Context: an optimization exercise on an open-source flow, tuned for small area, a short achievable clock period and few clock cycles per item. The choices shown serve that exercise and are no tape-out recipe. The RTL was checked by simulation tests, not by an equivalence proof against the original design. The flow treats the clock pin as an ideal source, which a real chip does not have.

## xenon
Design iq_corr_accum, start of the top module:
module iq_corr_accum
#(
    parameter int LOG2_N = 4
) (
    input  logic               clk,
    input  logic               rst_n,
    input  logic               clr,
    input  logic               s_valid,
    output logic               s_ready,
    input  logic signed [15:0] s_xi,
    input  logic signed [15:0] s_xq,
    input  logic signed [15:0] s_ri,
    input  logic signed [15:0] s_rq,
    output logic               m_valid,
    input  logic               m_ready,
    output logic signed [63:0] m_wi,
    output logic signed [63:0] m_wq,
    output iq_corr_pkg::slot_state_t o_dbg_slot
);
    localparam int CNT_W = (LOG2_N == 0) ? 1 : LOG2_N;
    localparam logic [CNT_W-1:0] CNT_LAST = CNT_W'((1 << LOG2_N) - 1);
    logic [CNT_W-1:0] r_cnt;
    logic             r_first1, r_last1;          
    logic             r_done;                     
    iq_corr_pkg::slot_state_t r_state;
    logic [15:0]      r_xi, r_xq;                 
    logic [7:0]       r_ri_one, r_ri_two, r_ri_neg;
    logic [7:0]       r_rq_one, r_rq_two, r_rq_neg;
    logic [7:0]       r_rq_nneg;                  
    logic [36:0]      r_ti_s, r_ti_c, r_tq_s, r_tq_c;   
    logic [36:0]      r_wi, r_wq;                 
    logic             w_full, w_last, w_accept, w_clear;
    logic             r_hold_a, r_hold_b;
    logic [CNT_W-1:0] w_cnt_nxt;
    logic             w_full_nxt;
    logic [7:0]       w_ri_one, w_ri_two, w_ri_neg, w_rq_one, w_rq_two, w_rq_neg;
    assign w_full   = (r_state == iq_corr_pkg::FULL);
    assign w_last   = (r_cnt == CNT_LAST);
    assign s_ready  = ~clr & ~r_hold_a & ~(r_hold_b & ~m_ready);
    assign w_accept = s_valid & s_ready;
    assign w_clear  = r_first1;
    assign w_cnt_nxt  = clr ? '0 : w_accept ? (w_last ? '0 : r_cnt + 1'b1) : r_cnt;
    assign w_full_nxt = r_done | (w_full & ~m_ready);
    always_ff @(posedge clk or negedge rst_n) begin
        if (!rst_n) begin
            r_cnt    <= '0;
            r_hold_a <= 1'b0;
            r_hold_b <= 1'b0;
        end else begin
            r_cnt    <= w_cnt_nxt;
            r_hold_a <= (w_cnt_nxt == CNT_LAST) & ((w_accept & w_last) | r_last1);
            r_hold_b <= (w_cnt_nxt == CNT_LAST) & w_full_nxt;
        end
    end
    always_ff @(posedge clk or negedge rst_n) begin
        if (!rst_n) begin
            r_first1 <= 1'b0;
            r_last1  <= 1'b0;
  ...
Size in the first run: about 3,000 cells after synthesis, about 200 I/O pins.
==> flow/config.mk <==
export PLATFORM = sky130hd
export DESIGN_NAME = iq_corr_accum
export DESIGN_NICKNAME = iq_corr_accum
export VERILOG_FILES = /design/flow/design.v
export SDC_FILE = /design/flow/constraint.sdc
export NUM_CORES = 4
export LEC_CHECK = 0
export CAP_MARGIN = 20
export CORE_MARGIN = 2
export CORE_UTILIZATION = 40
export HOLD_SLACK_MARGIN = 0.2
export SLEW_MARGIN = 20
export SYNTH_HIERARCHICAL = 1
export SYNTH_MINIMUM_KEEP_SIZE = 0
==> flow/constraint.sdc <==
create_clock -name core_clock -period 8.5 [get_ports {clk}]
set_input_delay 1.7000 -clock core_clock [delete_from_list [all_inputs] [get_ports {clk}]]
set_output_delay 1.7000 -clock core_clock [all_outputs]
set_load 0.01 [all_outputs]
standard.sh (not shown) runs the stock make flow with config.mk's settings and CLKGATE_MAP_FILE= SYNTH_SCRIPT=/design/flow/synth_recipe.tcl, a recipe that flattens the netlist after the stock synthesis.
==> flow/flow/run.sh <==
#!/bin/bash
# The standard layout (standard.sh) with two changes:
#  - the port buffers are plain buffers (buf_1) instead of the delay cells buffer_ports picks
#    by default, which the repair steps then cannot resize;
#  - after clock tree synthesis, skew.tcl delays the clock of the accumulator registers (useful
#    skew for the register-to-register multiply-accumulate paths), and timing repair aims at the
#    shorter period only from then on.
# Each step's full output goes to a log file of its own here.
set -euo pipefail
export BUFFER_PORTS_ARGS="-buffer_cell sky130_fd_sc_hd__buf_1"
SETUP_SLACK_MARGIN=0 bash standard.sh cts > flow_to_cts.log 2>&1
R=orfs/results/$FLOW_PLATFORM/iq_corr_accum/base
printf 'read_db %s\nsource flow/skew.tcl\n' "$R/4_cts.odb" > skew_run.tcl
SKEW_DB="$R/4_cts.odb" SKEW_CELLS="sky130_fd_sc_hd__clkdlybuf4s50_1 sky130_fd_sc_hd__clkbuf_8" \
  openroad -no_init -exit skew_run.tcl > skew.log 2>&1
SETUP_SLACK_MARGIN=4.65 bash standard.sh finish > flow_finish.log 2>&1
Other scripts of this flow, unchanged in this note and not shown: flow/flow/skew.tcl
xenon went all the way through the flow, and no timing, DRC or antenna check failed.
Testbench counts of xenon, summed over its fixed seeds: cycles 3,090, items 3,072.
## Diff of input files: indigo against xenon
diff --git a/flow/config.mk b/flow/config.mk
--- a/flow/config.mk
+++ b/flow/config.mk
@@ -7,0 +8 @@
+export ABC_CLOCK_PERIOD_IN_PS = 4000
@@ -10 +11 @@
-export CORE_UTILIZATION = 40
+export CORE_UTILIZATION = 50
@@ -11,0 +13 @@
+export PLACE_DENSITY = 0.62
==> comparison <==
In summary, indigo completed successfully, with a layout that passed the timing, DRC and antenna checks.
In the flow results for indigo and xenon, the routed length per placed instance is smaller on xenon.
When indigo is set beside xenon, its routed wire length turns out to be 4.7% larger.
Total via count after detailed routing (higher): indigo
Number of setup violations in the final report came out exactly the same in indigo and xenon.
Sequential share of layout area: indigo vs xenon, no meaningful difference
Of indigo and xenon, the lower worst setup slack after placement belongs to xenon.
From xenon to indigo, aggregate negative setup slack did not move at all.
Diff xenon -> indigo: clock buffer count in the final layout has decreased, effective utilization at floorplan has increased, sequential cell area has decreased, fraction of final layout cells with drive strength greater than 1 has decreased.

[what the ideal ports hide]
No port has a modelled driver above. Below, the same layouts with a new extraction and two added sets of constraints.
Step 1 (the two cells are an assumption about what drives the block):
set clk [get_ports {clk}]
set_driving_cell -lib_cell sky130_fd_sc_hd__clkbuf_16 $clk
set_driving_cell -lib_cell sky130_fd_sc_hd__buf_2 [delete_from_list [all_inputs] $clk]
Step 2, shift: input delay + t, output delay - t, t = (earliest + latest rising clock arrival at the registers) / 2. This alone moves slack from input paths to output paths.
Slacks: ideal / step 1 / step 2; pairs: ideal / step 1.
| run | shift t [ns] | setup slack, ns | latest minus earliest clock arrival (ns) | slew at the worst register clock pin (ns) | pins driven straight from the clock port |
|---|---|---|---|---|---|
| xenon | 0.958 | 4.684 / 4.661 / 4.661 | 0.685 / 0.685 | 0.08 / 0.08 | 1 |
| indigo | 0.953 | 4.686 / 4.650 / 4.650 | 0.684 / 0.684 | 0.07 / 0.07 | 1 |
In xenon and indigo the clock reaches the registers at very different times; t lies between them, and the last value is a rough guide only. For indigo, which loses most, drivers alone change the setup slack by -0.036 ns; drivers and shift together by -0.036 ns.
